Background: an optimization exercise with open tools, aiming at small area. Do not read the settings as production practice.
Only simulation tests tie the RTL to the original design; equivalence was not proved.
Power and IR drop assume default switching activity.

== north ==
// cnn_top
module cnn_top
(
    input  logic        clk,
    input  logic        reset,
    input  logic        load_req,
    input  logic [15:0] load_cmd,        
    output logic        load_ack,
    input  logic        run_req,
    output logic        run_ack,
    output logic [81:0] result           
);
Size in the first run: about 1,000 flip-flops.
clock: 10.0 ns
lec_check: 0
cap_margin: 20
core_margin: 2
core_utilization: 75
slew_margin: 20
standard.sh (not shown) runs the stock make flow with config.mk's settings and CLKGATE_MAP_FILE= SYNTH_SCRIPT=/design/flow/synth_recipe.tcl, a recipe that flattens the netlist after the stock synthesis.
==> flow/flow/run.sh <==
#!/bin/bash
set -euo pipefail
export BUFFER_PORTS_ARGS="-buffer_cell sky130_fd_sc_hd__buf_1"
export CTS_ARGS="-sink_clustering_enable -repair_clock_nets -dont_use_dummy_load -buf_list sky130_fd_sc_hd__clkbuf_8 -sink_clustering_size 20 -sink_clustering_max_diameter 40"
bash standard.sh > standard.log 2>&1
The following lists how south was set up differently from north:
Settings: a change of CORE_UTILIZATION from 75 to 50.
==> flow/flow/run.sh <==
#!/bin/bash
set -euo pipefail
export BUFFER_PORTS_ARGS="-buffer_cell sky130_fd_sc_hd__buf_1"
export CTS_ARGS="-sink_clustering_enable -repair_clock_nets -dont_use_dummy_load -buf_list sky130_fd_sc_hd__clkbuf_8 -sink_clustering_size 18 -sink_clustering_max_diameter 60"
bash standard.sh > standard.log 2>&1
### Flow results
The higher non-clock buffer total of the final layout of north and south is in south. Wire length shrinks by more than 10% when moving from north to south. [compare] base=north new=south: overall via count from detail_route now smaller; power after layout lower. The top layer reached by signal wires comes out met4 in one run and met5 in the other, namely in north and south respectively. [south vs north] worst setup slack: higher in south. TritonCTS buffer count, south vs north: down by more than 10%.
> inputs changed (south -> east)
Settings: a change of CORE_UTILIZATION from 50 to 60.
==> comparison <==
The higher worst slew margin relative to its limit of east and south is in south.
Cell count of the worst reg-to-reg path (east vs. south) increases by a few percent
Diff south -> east | total cell area at the placement stage | down slightly
Per the comparison of east with south, power held steady; via count of the first global-routing pass shrank by 61.
From south to east the numbers moved as follows: ratio of total power to cell area higher; clock network fraction of design power roughly the same; growth of design area from synthesis to finish lower; first-pass GRT wire length lower; combined area of the multi-input logic cells lower.
Edits applied to the flow inputs when going from east to west:
Settings: GPL_TIMING_DRIVEN newly set to 0.
## What came out
west went all the way through the flow, and no timing, DRC or antenna check failed. west vs. east: share of power burned in combinational logic went up by 0.8 points. Higher non-filler instance count after layout goes to west over east. Between west and east, the register share of the cell area is higher for east.

---

cnn_top, a different RTL version from the one above (not shown whole).
Size: about 1000 flip-flops, about 100 I/O pins.
export LEC_CHECK = 0
export CAP_MARGIN = 20
export CORE_MARGIN = 2
export CORE_UTILIZATION = 60
export SLEW_MARGIN = 20
create_clock -name core_clock -period 10.0 [get_ports {clk}]
==> flow/flow/run.sh <==
#!/bin/bash
set -euo pipefail
export BUFFER_PORTS_ARGS="-buffer_cell sky130_fd_sc_hd__buf_1"
export CTS_ARGS="-sink_clustering_enable -repair_clock_nets -dont_use_dummy_load -buf_list sky130_fd_sc_hd__clkbuf_8 -sink_clustering_size 18 -sink_clustering_max_diameter 60"
bash standard.sh > standard.log 2>&1
Next try:
--- a/flow/config.mk
+++ b/flow/config.mk
@@ -7,5 +7,5 @@
 export LEC_CHECK = 0
-export CAP_MARGIN = 20
+export CAP_MARGIN = 0
 export CORE_MARGIN = 2
 export CORE_UTILIZATION = 60
-export SLEW_MARGIN = 20
+export SLEW_MARGIN = 0
Outcome: The new run ran to the end with no violations; worst setup slack is worse by 0.036 ns; first-iteration DRC count goes up by a few percent; critical path depth goes down by 2; total power barely changes; hold slack is worse by 0.033 ns; routed wire length goes down slightly; sequential cell count does not change; count of clock-buffer cells in the layout goes up by 1; cell count is about the same.
Next try:
==> flow/flow/run.sh (replaced) <==
#!/bin/bash
set -euo pipefail
export BUFFER_PORTS_ARGS="-buffer_cell sky130_fd_sc_hd__buf_1"
export CTS_ARGS="-sink_clustering_enable -repair_clock_nets -dont_use_dummy_load -buf_list sky130_fd_sc_hd__clkbuf_8 -sink_clustering_size 20 -sink_clustering_max_diameter 50"
bash standard.sh > standard.log 2>&1
--- a/flow/config.mk
+++ b/flow/config.mk
@@ -7,5 +7,5 @@
 export LEC_CHECK = 0
-export CAP_MARGIN = 0
+export CAP_MARGIN = 5
 export CORE_MARGIN = 2
-export CORE_UTILIZATION = 60
-export SLEW_MARGIN = 0
+export CORE_UTILIZATION = 70
+export SLEW_MARGIN = 5
The new run finished clean.
Power barely changes.
Global-route usage increases by 5.0 points.
Core utilization increases by 11 points.
Critical path depth decreases by 3.
Register-to-register slack hardly moves.
Sequential power hardly moves.
Count of clock-buffer cells in the layout decreases by 3.
Clock power stays flat.

static timing again, ports no longer ideal:
The results above use ideal ports. As a check the final layouts listed here were re-extracted and re-timed, cells and wires unchanged. Step 1 assumes that a clkbuf_16 drives the clock port and a buf_2 every other input. Step 2 also shifts input and output timing later by t, the mid clock arrival at the registers, as if the neighbouring blocks saw the same clock. a / b / c = ideal ports / drivers / drivers and shift; a / b = the first two.
run	shift t [ns]	setup WS [ns]	hold WS [ns]	clock arrival spread, ns	cell pins on the clock port's net
north	0.680	0.431 / 0.431 / 0.431	0.269 / 0.269 / 0.269	0.135 / 0.135	1
south	0.689	0.436 / 0.436 / 0.436	0.266 / 0.266 / 0.266	0.060 / 0.061	1
east	0.667	0.566 / 0.566 / 0.566	0.298 / 0.298 / 0.298	0.069 / 0.068	1
west	0.692	0.416 / 0.416 / 0.416	0.304 / 0.304 / 0.304	0.080 / 0.079	1
the first run of note 2	0.688	0.467 / 0.467 / 0.467	0.294 / 0.294 / 0.294	0.079 / 0.078	1
the second run of note 2	0.665	0.431 / 0.431 / 0.431	0.261 / 0.261 / 0.261	0.093 / 0.093	1
the third run of note 2	0.668	0.426 / 0.426 / 0.426	0.272 / 0.272 / 0.272	0.118 / 0.118	1
After both steps every run listed still meets setup and hold.
